Context: an optimization exercise on an open-source flow, tuned for small area. The choices shown serve that exercise and are no tape-out recipe. In this exercise RTL edits were held to simulation tests only and were not proved equivalent to the original.

### flow/config.mk
export PLATFORM = sky130hd
export DESIGN_NAME = sin_cos
export DESIGN_NICKNAME = sin_cos
export VERILOG_FILES = /design/flow/design.v
export SDC_FILE = /design/flow/constraint.sdc
export NUM_CORES = 4
export LEC_CHECK = 0
export CAP_MARGIN = 20
export CORE_MARGIN = 2
export CORE_UTILIZATION = 40
export SLEW_MARGIN = 20
### flow/constraint.sdc
create_clock -name core_clock -period 4.5 [get_ports {clk}]
set_input_delay 0.9000 -clock core_clock [delete_from_list [all_inputs] [get_ports {clk}]]
set_output_delay 0.9000 -clock core_clock [all_outputs]
set_load 0.01 [all_outputs]
### flow/design.v
module sin_cos #(
    parameter int Width = 16
) (
    input  logic                    clk,
    input  logic                    rst,
    input  logic                    phase_valid,
    input  logic signed [Width-1:0] phase,
    output logic                    sin_cos_valid,
    output logic signed [Width-1:0] cos,
    output logic signed [Width-1:0] sin
);
    localparam int ITER = Width - 2;
    localparam int G    = 4;
    localparam int XW   = Width + G + 2;
    localparam int ZW   = Width + G;
    localparam int XF   = Width - 2 + G;
    localparam int ZF   = Width - 3 + G;
    function automatic logic [63:0] atan_pow2_q40(input int i);
        case (i)
            0:       atan_pow2_q40 = 64'd863554413089;
            1:       atan_pow2_q40 = 64'd509785937287;
            2:       atan_pow2_q40 = 64'd269356888665;
            3:       atan_pow2_q40 = 64'd136729762476;
            4:       atan_pow2_q40 = 64'd68630207382;
            5:       atan_pow2_q40 = 64'd34348560106;
            6:       atan_pow2_q40 = 64'd17178471287;
            7:       atan_pow2_q40 = 64'd8589759836;
            8:       atan_pow2_q40 = 64'd4294945451;
            9:       atan_pow2_q40 = 64'd2147480917;
            default: atan_pow2_q40 = 64'd1 << (40 - i);
        endcase
    endfunction
    localparam logic [63:0] PI_Q40      = 64'd3454217652358;
    localparam logic [63:0] HALF_PI_Q40 = 64'd1727108826179;
    localparam logic [63:0] K_INV_Q40   = 64'd667681663034;
    function automatic logic [63:0] from_q40(input logic [63:0] v, input int frac);
        from_q40 = (v + (64'd1 << (39 - frac))) >> (40 - frac);
    endfunction
    function automatic logic [ITER*ZW-1:0] build_rom();
        logic [ITER*ZW-1:0] rom;
        logic [63:0]        v;
        rom = '0;
        for (int i = 0; i < ITER; i++) begin
            v = from_q40(atan_pow2_q40(i), ZF);
            rom[i*ZW +: ZW] = v[ZW-1:0];
        end
        build_rom = rom;
    endfunction
    localparam logic [ITER*ZW-1:0]      ATAN_ROM   = build_rom();
    localparam logic signed [ZW-1:0]    PI_Z       = ZW'(from_q40(PI_Q40, ZF));
    localparam logic signed [Width-1:0] HALF_PI_PH = Width'(from_q40(HALF_PI_Q40, Width - 3));
    localparam logic signed [XW-1:0]    X_INIT     = XW'(from_q40(K_INV_Q40, XF));
    localparam logic signed [XW-1:0]    ROUND_HALF = XW'(2 ** (G - 1));
    localparam logic signed [XW-1:0]    OUT_MAX    = XW'(2 ** (Width - 2));
    function automatic logic signed [Width-1:0] round_clamp(input logic signed [XW-1:0] v,
                                                            input logic neg);
        logic signed [XW-1:0] s;
        logic signed [XW-1:0] r;
        s = neg ? -v : v;
        r = (s + ROUND_HALF) >>> G;
        if (r > OUT_MAX) begin
            r = OUT_MAX;
        end else if (r < -OUT_MAX) begin
            r = -OUT_MAX;
        end
        round_clamp = r[Width-1:0];
    endfunction
    logic signed [XW-1:0]    x_pipe [ITER+1];
    logic signed [XW-1:0]    y_pipe [ITER+1];
    logic signed [ZW-1:0]    z_pipe [ITER+1];
    logic [ITER:0]           flip_pipe;
    logic [ITER:0]           valid_pipe;
    logic signed [ZW-1:0]    phase_z;
    logic signed [ZW-1:0]    z_fold;
    logic                    fold;
    logic signed [Width-1:0] cos_f;
    logic signed [Width-1:0] sin_f;
    logic                    valid_f;
    assign phase_z = {phase, {G{1'b0}}};
    always_comb begin
        z_fold = phase_z;
        fold   = 1'b0;
        if (phase > HALF_PI_PH) begin
            z_fold = phase_z - PI_Z;
            fold   = 1'b1;
        end else if (phase < -HALF_PI_PH) begin
            z_fold = phase_z + PI_Z;
            fold   = 1'b1;
        end
    end
    always_ff @(posedge clk) begin
        x_pipe[0]    <= X_INIT;
        y_pipe[0]    <= '0;
        z_pipe[0]    <= z_fold;
        flip_pipe    <= {flip_pipe[ITER-1:0], fold};
        for (int i = 0; i < ITER; i++) begin
            if (!z_pipe[i][ZW-1]) begin
                x_pipe[i+1] <= x_pipe[i] - (y_pipe[i] >>> i);
                y_pipe[i+1] <= y_pipe[i] + (x_pipe[i] >>> i);
                z_pipe[i+1] <= z_pipe[i] - $signed(ATAN_ROM[i*ZW +: ZW]);
            end else begin
                x_pipe[i+1] <= x_pipe[i] + (y_pipe[i] >>> i);
                y_pipe[i+1] <= y_pipe[i] - (x_pipe[i] >>> i);
                z_pipe[i+1] <= z_pipe[i] + $signed(ATAN_ROM[i*ZW +: ZW]);
            end
        end
        cos_f <= round_clamp(x_pipe[ITER], flip_pipe[ITER]);
        sin_f <= round_clamp(y_pipe[ITER], flip_pipe[ITER]);
    end
    always_ff @(posedge clk) begin
        if (rst) begin
            valid_pipe    <= '0;
            valid_f       <= 1'b0;
            sin_cos_valid <= 1'b0;
            cos           <= '0;
            sin           <= '0;
        end else begin
            valid_pipe    <= {valid_pipe[ITER-1:0], phase_valid};
            valid_f       <= valid_pipe[ITER];
            sin_cos_valid <= valid_f;
            if (valid_f) begin
                cos <= cos_f;
                sin <= sin_f;
            end
        end
    end
endmodule
### flow/run.sh
#!/bin/bash
# synth_recipe.tcl (not shown) runs the flow's synth.tcl, then flattens the netlist and writes it again
# the make line also repeats each setting of config.mk as NAME=value (left out here)
make -C /OpenROAD-flow-scripts/flow DESIGN_CONFIG=/design/flow/config.mk WORK_HOME=/design/flow/orfs CLKGATE_MAP_FILE= SYNTH_SCRIPT=/design/flow/synth_recipe.tcl finish
==> results.txt <==
* Syn_area_per_cell at 8.74 sq um
* Cells after DPL at between 8000 and 9000
* Clock transition at the registers of the reported paths at around 0.060 ns
* Hold Path Class: flop to flop
* Worst Path Required at a little over 5 ns
* Routability Congestion at between 0.8 and 0.9
* Commonest cells in the netlist: dfxtp_1 (878), ha_1 (712), nor2_1 (662)
* Syn-to-layout area delta at 11.1%
* Initial antenna violation count at 0
* Wirelength per Cell at 15.2 microns
* Worst setup margin at about 0.28 ns
* Final #Nets at 7440
* Final HPWL DP at roughly 110000 microns
* Pin count of the biggest net entering global routing at 50
* Setup_tns at 0 ns
* Max Freq at 237 MHz
* DRC viols at 0
* RSZ-0062 raised after global routing: no
* CTS Buffer Depth at 3
* Post-route ant nets at 0
* FFs w/ async S/R, synth at 0
* Syn Nets at between 7000 and 8000
* DR vias at approximately 45000
* Initial Utilization at 0.402
* Routed WL at roughly 130000 microns
* CTS tree: done
* Core Area at 143000 sq um
* Sequential area share after synthesis at 0.305
* Top cells by area, synth: dfxtp_1 (31%), ha_1 (15%), xnor2_1 (9.7%)
* Htree depth at 3
* Die H at approximately 380 microns
* Sink Count at about 900
* Setup Buffers After CTS at 0
* Relative slew slack at 0.333
* Top cell type's share of synthesized area at 0.305
* Clock Skew at approximately 0.050 ns
* Routed vias/inst at around 5.2
* Count of cell types in the netlist at between 80 and 90
* Post-synth EDFFs at 0
* Post-layout minimum cycle time at roughly 4.2 ns
* Top Ports at 52
* Global-route wire length before repair at ~220000 microns
* Tcrit/Tclk final at 0.938
* WHS at 0.322 ns
* Cts bufs inserted at 100
* Clock latency (worst-skew pair) at just over 0.7 ns
* Non-Filler Instances at 8655
* First-pass iteration count of the detailed router at 5
* DRT iter0 DRCs at ~2200
* Max FO, Critical Path at 5
* Final setup viols at 0
* Largest area contributor in the netlist: dfxtp_1
* Mapped Area at between 50000 and 60000 sq um
* Worst-Margin Slew at about 1.0 ns
* Die area at ~150000 sq um
* Cts hold-fix bufs at 0
* # diodes at 0
* Synth Instances at 6589
* Yosys reg bits at 878
* Most used DFF post-synth: dfxtp_1
* Global route total overflow at 0
* Fill cells at about 14000
* Clock root cell: clkbuf_16
* Ys Warns at 4
* Port bufs at between 50 and 60
* Vias in the first global route at approximately 44000
* CP Capture Type: flop
* Final Hold Fails at 0
* Top-count cell post-synth: dfxtp_1
* Die W at between 300 and 400 microns
* Nature of the critical path startpoint: flop
* GRT Total Usage at 0.175
* Setup Crit Path Kind: flop to flop
* Final Max Slew Viols at 0
* Data arrival time of the critical path at ~4.9 ns
* Row Count at roughly 140
* Post-cts resize count at 0
* Max_cap viols at 0
* Pre-CTS setup slack at around 0.07 ns
* Layout cell share with drive strength beyond 1 at 0.0549
* Status: no timing/DRC/antenna violations
cell usage in the layout, fill, tap and decap left out, types with 60 or more instances in the layout:
cell	instances
a211oi_1	60
a21o_1	151
a21oi_1	605
clkbuf_16	102
dfxtp_1	874
ha_1	712
inv_1	302
mux2i_1	76
nand2_1	302
nand2b_1	83
nand3_1	105
nor2_1	662
nor2b_1	122
nor3_1	230
o21a_1	103
o21ai_0	264
o21bai_1	82
xnor2_1	641
xor2_1	305
path summary, 6_finish.rpt:
path / startpoint / slack, ns / to / depth (start not counted)
worst max register to register: y_pipe[13][13] / 0.28 / x_pipe[14][20] / 18
worst min-delay path: z_pipe[11][5] / 0.32 / z_pipe[12][5] / 0
worst min register to register: z_pipe[11][5] / 0.32 / z_pipe[12][5] / 0
worst max-delay path: y_pipe[13][13] / 0.28 / x_pipe[14][20] / 18
critical path: stages (launching register included):
cell,delay [ns]
dfxtp_1,0.35
inv_1,0.07
ha_1,0.16
nand2b_1,0.07
or4_1,0.44
or3_1,0.42
ha_1,0.31
mux2i_1,0.14
ha_1,0.30
a21oi_1,0.24
o21a_1,0.23
nor2_1,0.06
a21oi_1,0.11
o31ai_1,0.11
or4_1,0.41
o311ai_0,0.14
o21ai_1,0.18
o41ai_2,0.29
xnor2_1,0.15
state kept, by name, summed over array words and instances, names as in the netlist:
| name | flops |
|---|---|
| sin_cos_valid | 1 |
| cos | 16 |
| flip_pipe | 13 |
| valid_pipe | 15 |
| sin | 16 |
| x_pipe | 276 |
| valid_f | 1 |
| y_pipe | 286 |
| cos_f | 16 |
| z_pipe | 222 |
| sin_f | 16 |
routing by layer:
| layer | global-route usage | up-vias | routed length [microns] |
|---|---|---|---|
| met2 | 0.317 | 599 | 64200 |
| met4 | 0.0610 | 0 | 4420 |
| met3 | 0.0235 | 245 | 3890 |
| met5 | 0 | - | 0 |
| met1 | 0.211 | 21056 | 58700 |
| li1 | - | 23530 | - |
metrics by stage:
step	area (sq um)	util
2_1_floorplan	57600	-
5_1_grt	64000	0.447
3_5_place_dp	60400	0.422
3_3_place_gp	60400	0.422
4_1_cts	64000	0.446
6_report	64000	0.447
cells by family (layout without fill, tap and decap cells):
family / count (synthesis) / count (layout) / share of synthesized area
other: 1 / 1 / 0.0000651
buffers and inverters: 433 / 596 / 0.0287
adder cells (fa/ha/maj): 751 / 751 / 0.168
AO/OA/AOI/OAI: 1649 / 1649 / 0.183
AND/OR/NAND/NOR: 1818 / 1818 / 0.151
XOR/XNOR: 946 / 946 / 0.144
multiplexers: 113 / 113 / 0.0204
flip-flops: 878 / 878 / 0.305
area by class of cell:
| class | instances | area, sq um | share of cell area |
|---|---|---|---|
| inverter | 303 | 1140 | 0.0178 |
| tap | 1903 | 2380 | 0.0372 |
| clock inverter | 53 | 659 | 0.0103 |
| multi-input combinational | 5278 | 38500 | 0.601 |
| timing repair buffer | 109 | 941 | 0.0147 |
| clock buffer | 131 | 2870 | 0.0448 |
| sequential | 878 | 17600 | 0.275 |

-- what the ideal ports hide --
In the flow no input, the clock included, has a driving cell. The finished layout below was timed again as built, in two steps. Step 1: set_driving_cell puts a clkbuf_16 on clk and a buf_2 on each other input, an assumption about the parent block. Step 2 also shifts input and output timing later by t, the mid clock arrival at the registers, as if the neighbouring blocks saw the same clock. Slacks: no drivers / after step 1 / after step 2; pairs: no drivers / after step 1.
t, ns: 0.756
slack for setup (ns): 0.277 / 0.277 / 0.277
worst hold slack (ns): 0.322 / 0.322 / 0.322
worst register clock-pin slew, ns: 0.06 / 0.06
After both steps this run still meets setup and hold. The setup slack of this run moves by 0.000 ns with the drivers and by 0.000 ns with both steps.
